This is an optimization exercise on Yosys and OpenROAD, whose aim is small area, not a production implementation.
The RTL was checked by simulation tests, not by an equivalence proof against the original design.
Power is estimated from default activity; no workload was simulated.

==> design/flow/design.v <==
`default_nettype none
package mips_pkg;
   localparam logic [5:0] OP_RTYPE = 6'b000000;
   localparam logic [5:0] OP_J     = 6'b000010;
   localparam logic [5:0] OP_BEQ   = 6'b000100;
   localparam logic [5:0] OP_BNE   = 6'b000101;
   localparam logic [5:0] OP_ADDI  = 6'b001000;
   localparam logic [5:0] OP_ORI   = 6'b001101;
   localparam logic [5:0] OP_LW    = 6'b100011;
   localparam logic [5:0] OP_SW    = 6'b101011;
   localparam logic [5:0] OP_HALT  = 6'b111111;
   localparam logic [5:0] F_SUB = 6'b100010;
   localparam logic [5:0] F_AND = 6'b100100;
   localparam logic [5:0] F_OR  = 6'b100101;
   localparam logic [5:0] F_XOR = 6'b100110;
   localparam logic [5:0] F_NOR = 6'b100111;
   localparam logic [5:0] F_SLT = 6'b101010;
endpackage
`default_nettype wire
`default_nettype none
module mips_regfile (
   input  logic       clk,
   input  logic       we,
   input  logic [4:0] ra1,
   input  logic [4:0] ra2,
   input  logic [4:0] wa,
   input  logic [7:0] wd,
   output logic [7:0] rd1,
   output logic [7:0] rd2
);
   logic [31:0][31:0] regs;
   assign regs[0] = '0;
   genvar i;
   generate
      for (i = 1; i < 32; i++) begin : g_reg
         always_ff @(posedge clk)
            regs[i] <= {(we && wa == i) ? wd : regs[i][7:0], regs[i][31:8]};
      end
   endgenerate
   assign rd1 = regs[ra1][7:0];
   assign rd2 = regs[ra2][7:0];
endmodule
`default_nettype wire
`default_nettype none
module mips_alu (
   input  logic [2:0] fn,      
   input  logic       sub,
   input  logic       cin,
   input  logic [7:0] a,
   input  logic [7:0] b,
   output logic [7:0] y,
   output logic [7:0] sum,
   output logic       cout
);
   assign {cout, sum} = {1'b0, a} + {1'b0, b ^ {8{sub}}} + {8'd0, cin};
   always_comb
   begin
      case (fn)
         3'd1:    y = a & b;
         3'd2:    y = a | b;
         3'd3:    y = a ^ b;
         3'd4:    y = ~(a | b);
         default: y = sum;
      endcase
   end
endmodule
`default_nettype wire
`default_nettype none
import mips_pkg::*;
module mips_core
(
   input  logic                    clk,
   input  logic                    reset,
   input  logic [32-1:0]  mem_data,
   output logic                    mem_read,
   output logic                    mem_write,
   output logic [32-1:0]  adr,
   output logic [32-1:0]  write_data,
   output logic                    halted
);
   localparam logic [2:0] S_EX   = 3'd0;   
   localparam logic [2:0] S_SLT  = 3'd1;   
   localparam logic [2:0] S_LW   = 3'd2;   
   localparam logic [2:0] S_SW   = 3'd3;   
   localparam logic [2:0] S_HALT = 3'd4;
   logic [2:0]  st;
   logic [1:0]  ph;
   logic [5:0]  pc;
   logic [5:0]  ea;
   logic [4:0]  rtl;
   logic        cq;
   logic        eqq;
   logic        ltq;
   logic [31:0] asr;
   logic [31:0] wsr;
   logic [5:0]  op;
   logic [4:0]  rs, rt, rd;
   logic [5:0]  funct;
   logic [15:0] imm;
   assign op    = mem_data[31:26];
   assign rs    = mem_data[25:21];
   assign rt    = mem_data[20:16];
   assign rd    = mem_data[15:11];
   assign funct = mem_data[5:0];
   assign imm   = mem_data[15:0];
   logic is_r, is_addi, is_ori, is_lw, is_sw, is_beq, is_bne, is_j, is_halt;
   assign is_r    = (op == OP_RTYPE);
   assign is_addi = (op == OP_ADDI);
   assign is_ori  = (op == OP_ORI);
   assign is_lw   = (op == OP_LW);
   assign is_sw   = (op == OP_SW);
   assign is_beq  = (op == OP_BEQ);
   assign is_bne  = (op == OP_BNE);
   assign is_j    = (op == OP_J);
   assign is_halt = (op == OP_HALT);
   logic is_slt;
   assign is_slt = is_r && (funct == F_SLT);
   logic       we;
   logic [4:0] wa;
   logic [7:0] wd;
   logic [7:0] rd1, rd2;
   mips_regfile rf (
      .clk (clk),
      .we  (we),
      .ra1 (rs),
      .ra2 (rt),
      .wa  (wa),
      .wd  (wd),
      .rd1 (rd1),
      .rd2 (rd2)
   );
   logic [7:0] immc;
   logic [7:0] b;
   logic [2:0] fn;
   logic       sub;
   logic       cin;
   logic [7:0] y, sum;
   logic       cout;
   always_comb
   begin
      case (ph)
         2'd0:    immc = imm[7:0];
         2'd1:    immc = imm[15:8];
         default: immc = 8'd0;
      endcase
   end
   assign b   = (is_r || is_beq || is_bne) ? rd2 : immc;
   assign sub = (is_r && (funct == F_SUB || funct == F_SLT)) || is_beq || is_bne;
   assign cin = (ph == 2'd0) ? sub : cq;
   always_comb
   begin
      fn = 3'd0;
      if (is_ori)
         fn = 3'd2;
      else if (is_r)
         case (funct)
            F_AND:   fn = 3'd1;
            F_OR:    fn = 3'd2;
            F_XOR:   fn = 3'd3;
            F_NOR:   fn = 3'd4;
            default: fn = 3'd0;
         endcase
   end
   mips_alu alu (
      .fn   (fn),
      .sub  (sub),
      .cin  (cin),
      .a    (rd1),
      .b    (b),
      .y    (y),
      .sum  (sum),
      .cout (cout)
   );
   logic eq_all, taken, lt;
   assign eq_all = eqq && (rd1 == rd2);
   assign taken  = (is_beq && eq_all) || (is_bne && !eq_all);
   assign lt     = (rd1[7] ^ rd2[7]) ? rd1[7] : sum[7];
   always_comb
   begin
      we = 1'b0;
      wa = rd;
      wd = y;
      case (st)
         S_EX:
         begin
            we = (is_r && !is_slt) || is_addi || is_ori;
            wa = is_r ? rd : rt;
         end
         S_SLT:
         begin
            we = 1'b1;
            wd = {7'd0, ltq && (ph == 2'd0)};
         end
         S_LW:
         begin
            we = 1'b1;
            wa = rtl;
            case (ph)
               2'd0:    wd = mem_data[7:0];
               2'd1:    wd = mem_data[15:8];
               2'd2:    wd = mem_data[23:16];
               default: wd = mem_data[31:24];
            endcase
         end
         default: ;
      endcase
   end
   always_ff @(posedge clk)
   begin
      if (reset)
      begin
         st <= S_EX;
         ph <= 2'd0;
         pc <= 6'd0;
      end
      else
      begin
         ph <= ph + 2'd1;
         case (st)
            S_EX:
            begin
               if (is_halt)
                  st <= S_HALT;
               else if (ph == 2'd3)
               begin
                  if (is_slt)
                     st <= S_SLT;
                  else if (is_lw)
                     st <= S_LW;
                  else if (is_sw)
                     st <= S_SW;
                  else if (taken)
                     pc <= imm[5:0];
                  else if (is_j)
                     pc <= mem_data[5:0];
                  else
                     pc <= pc + 6'd1;
               end
            end
            S_SLT, S_LW, S_SW:
            begin
               if (ph == 2'd3)
               begin
                  st <= S_EX;
                  pc <= pc + 6'd1;
               end
            end
            default: ;
         endcase
      end
   end
   always_ff @(posedge clk)
   begin
      cq  <= cout;
      eqq <= ((ph == 2'd0) || eqq) && (rd1 == rd2);
      if (ph == 2'd3)
         ltq <= lt;
      if (st == S_EX && ph == 2'd0)
      begin
         ea  <= y[5:0];
         rtl <= rt;
      end
      asr <= {y, asr[31:8]};
      wsr <= {rd2, wsr[31:8]};
   end
   assign mem_write  = (st == S_SW) && (ph == 2'd0);
   assign mem_read   = (st == S_EX) || (st == S_SLT) || (st == S_LW);
   assign halted     = (st == S_HALT);
   assign write_data = wsr;
   assign adr[31:6]  = asr[31:6];
   assign adr[5:0]   = (st == S_LW) ? ea : (st == S_SW) ? asr[5:0] : pc;
endmodule
`default_nettype wire
==> design/flow/run.sh <==
#!/bin/bash
# synth_recipe.tcl (not shown) runs the flow's synth.tcl, then flattens the netlist and writes it again
# the make line also repeats each setting of config.mk as NAME=value (left out here)
make -C /OpenROAD-flow-scripts/flow DESIGN_CONFIG=/design/flow/config.mk WORK_HOME=/design/flow/orfs CLKGATE_MAP_FILE= SYNTH_SCRIPT=/design/flow/synth_recipe.tcl finish
==> design/flow/config.mk <==
export PLATFORM = sky130hd
export DESIGN_NAME = mips_core
export DESIGN_NICKNAME = mips_core
export VERILOG_FILES = /design/flow/design.v
export SDC_FILE = /design/flow/constraint.sdc
export NUM_CORES = 4
export LEC_CHECK = 0
export CAP_MARGIN = 20
export CORE_MARGIN = 2
export CORE_UTILIZATION = 40
export SLEW_MARGIN = 20
==> design/flow/constraint.sdc <==
create_clock -name core_clock -period 10.5 [get_ports {clk}]
set_input_delay 2.1000 -clock core_clock [delete_from_list [all_inputs] [get_ports {clk}]]
set_output_delay 2.1000 -clock core_clock [all_outputs]
set_load 0.01 [all_outputs]
==> key figures <==
Synth
  – Number of synthesized flops with an enable pin: 12
  – Count leader, synth: dfxtp_1
  – Distinct cell type count after synthesis: 69
  – Mapped cell area: between 30000 and 40000 µm²
  – Synth cell count leaders: 1069 x dfxtp_1, 193 x nor2_1, 184 x a21oi_1
  – Syn_area_per_cell: 12.7 µm²
  – Synth area leader: dfxtp_1
  – Yosys reg bits: about 1100
  – Seq/Total Area, Yosys: 0.700
  – Async SR Flop Fraction: 0
  – Ys flop type: dfxtp_1
  – Largest cells by area after synthesis: dfxtp_1 69%, mux4_2 6.9%, a21oi_1 3.0%
  – Syn Nets: about 2500
  – Synth top area share: 0.689
  – Synth warn: 3
  – Syn Inst Count: 2445

Timing
  – Final min period: around 7.5 ns
  – Final setup margin: 2.99 ns
  – Slew Limit Headroom: 0.239
  – Endpoints failing setup: 0
  – Slew Limit Fails: 0
  – Fin crit share: 0.715
  – RSZ-0062 raised after global routing: no
  – Slew at the pin closest to its max-slew limit: 1.14 ns
  – Fin Setup TNS: 0 ns
  – Highest clock rate: ~130 MHz
  – Final hold violation count: 0
  – Worst Skew: about 0.034 ns

Layout
  – Fin cells: 3659
  – Fin util: 0.472
  – Nets: roughly 2600
  – Layout cells sized above 1: 0.137
  – Synth-to-layout area growth: 17.3%

Worst setup path
  – Worst path cell trace: buf_4 > buf_4 > mux4_2 > nor2_1 > nor3_1 > nor4b_1 > inv_1 > o21ai_0 > xor2_1 > ha_1 > inv_1 > o21bai_1 > a21oi_1 > o21bai_1 > a21oi_1 > xor2_1 > o221ai_1 > a21oi_4 > o21ai_0
  – Worst path slowest cell: a21oi_4
  – CP Buf/Inv Count: 4
  – Critical path startpoint category: input pin
  – Worst Setup SP: mem_data[16]
  – R2r startpoint: rf.regs[608]
  – CP Data Arrival Time: between 7 and 8 ns
  – Crit-path max FO: 39
  – CP top delay family: compound AO/OA/AOI/OAI gates
  – Req. time, crit path: 10.98 ns
  – CP Capture Type: register
  – Crit path kind: input pin to register
  – Max stage delay on crit path: around 0.95 ns

Job
  – Max-cap violation count: 0

Routing
  – WL/cell: 21.0 µm
  – DRC viols: 0
  – Via density: 4.96
  – Vias after detailed routing: about 18000
  – Antenna-violating nets left: 0
  – Total wire length: between 70 and 80 mm
  – Initial DRC Count: 1492
  – First-pass detailed-route iteration total: 5

Die
  – Die ar.: around 80000 µm²
  – DIE WIDTH: 283 µm
  – Starting Density: 0.403
  – Rows: between 100 and 150
  – Core box area: 77200 µm²
  – Die H: 283 µm
  – IO Count: 101

Placement
  – # port buffers: 100
  – Post-DP HPWL: roughly 51 mm
  – Pre-CTS setup slack: about 2.4 ns
  – Placed insts: 3470
  – GP Congestion: approximately 0.96

Clock network
  – TritonCTS clock tree: done
  – Clock insertion delay at the later pin of the skew report: 0.67 ns
  – Total CTS buffers: 100
  – Post-CTS Setup Bufs: 0
  – Cts repair resizes: 0
  – Number of hold buffers added after cts: 0
  – H-tree levels: 3
  – Clock sink count: between 1000 and 1500
  – Clk buf depth: 3
  – Root Driver: clkbuf_16
  – Clock Pin Slew Worst Setup and Hold Paths: approximately 0.060 ns

Run status
  – Outcome: timing/DRC/antenna clean

Power
  – Lkg Pwr: approximately 14 nW
  – Tot Pwr: between 8 and 9 mW
  – Worst vdd ir: around 130 µV
  – Power Density: ~240 nW/µm²

Global route
  – Largest net degree at the start of global routing: 40
  – Initial antenna violation count: 1
  – Global-route wire length before repair: between 100 and 150 mm
  – GRT Util Overall: 0.194
  – Remaining Overflow, GRT: 0
  – Vias in the first global route: 18200

Worst hold path
  – Hold_sp: rf.regs[372]
  – HP Class: register to register
[state kept, by name, indices dropped and copies added (netlist names)]
register and flops:
st 3, ltq 1, rtl 5, pc 6, ph 2, rf.regs 992
asr 32, cq 1, ea 6, wsr 32, eqq 1
[metal layers]
layer,part of all wire,wire [µm],GRT usage,vias to the layer above
met1,0.46,35100,0.263,8846
li1,-,-,-,8581
met4,0.027,2050,0.0663,2
met3,0.058,4490,0.0364,130
met5,0.00022,17,0,-
met2,0.46,35100,0.311,592
[area by class of cell]
cell class	instances	area, µm²
Sequential cell	1081	21800
Clock inverter	34	445
Antenna cell	2	5.00
Timing Repair Buffer	140	1290
Inverter	41	155
Multi-Input combinational cell	1168	8480
Tap cell	1040	1300
Fill cell	6773	40700
Clock buffer	153	3040
[through the flow]
stage | hold WS, ns | cell area [µm²]
global route | 0.314 | 36500
detailed placement | 0.312 | 33000
finish | 0.307 | 36500
floorplan | 0.310 | 31100
global placement | 0.310 | 33000
CTS | 0.302 | 36500
[cell usage in the layout, fill, tap and decap left out, drive strengths merged, types with 28 or more instances in the layout]
| master | synthesis | final |
|---|---|---|
| ha | 28 | 28 |
| a21oi | 184 | 184 |
| dfxtp | 1069 | 1069 |
| clkdlybuf4s50 | 0 | 95 |
| nand2 | 164 | 164 |
| buf | 63 | 45 |
| mux2i | 59 | 59 |
| mux4 | 99 | 99 |
| o21ai | 167 | 167 |
| inv | 39 | 44 |
| a221oi | 29 | 29 |
| clkbuf | 92 | 153 |
| nor2 | 193 | 193 |
[power breakdown]
| part | switching [mW] | leakage [nW] | internal, mW |
|---|---|---|---|
| clock | 1.53 | 1.71 | 2.18 |
| sequential | 0.0848 | 8.77 | 4.31 |
| combinational | 0.397 | 3.66 | 0.229 |
| total | 2.02 | 14.1 | 6.72 |
[path summary, 6_finish.rpt]
| check | cells after the start | slack, ns | endpoint |
|---|---|---|---|
| worst max-delay path | 19 | 2.99 | rf.regs[991] |
| worst min-delay path | 0 | 0.31 | rf.regs[364] |
| worst max register to register | 18 | 5.25 | rf.regs[991] |
| worst min register to register | 0 | 0.31 | rf.regs[364] |
[cell families (layout without fill, tap and decap cells)]
family / after synthesis / in the layout / share of synthesized area
simple gates: 468 / 468 / 0.0649
buf+inv: 196 / 368 / 0.0293
other cells: 0 / 2 / 0
fa+ha+maj: 31 / 31 / 0.0129
mux: 185 / 185 / 0.101
compound gates: 460 / 460 / 0.0849
flops: 1081 / 1081 / 0.700
xor+xnor: 24 / 24 / 0.00676

## static timing again, ports no longer ideal
In the flow no input, the clock included, has a driving cell. The finished layout below was timed again as built, in two steps.
Step 1: set_driving_cell puts a clkbuf_16 on clk and a buf_2 on each other input, an assumption about the parent block.
Step 2 also shifts input and output timing later by t, the mid clock arrival at the registers, as if the neighbouring blocks saw the same clock.
Three values: no drivers, after step 1, after step 2; two values: the first two.
t (ns): 0.720
setup WS [ns]: 2.990 / 3.002 / 2.282
hold WS [ns]: 0.307 / 0.307 / 0.307
worst setup path at the end: input to register
slew at the worst register clock pin (ns): 0.07 / 0.07
After both steps this run still meets setup and hold. The setup slack of this run moves by +0.012 ns with the drivers and by -0.708 ns with both steps.
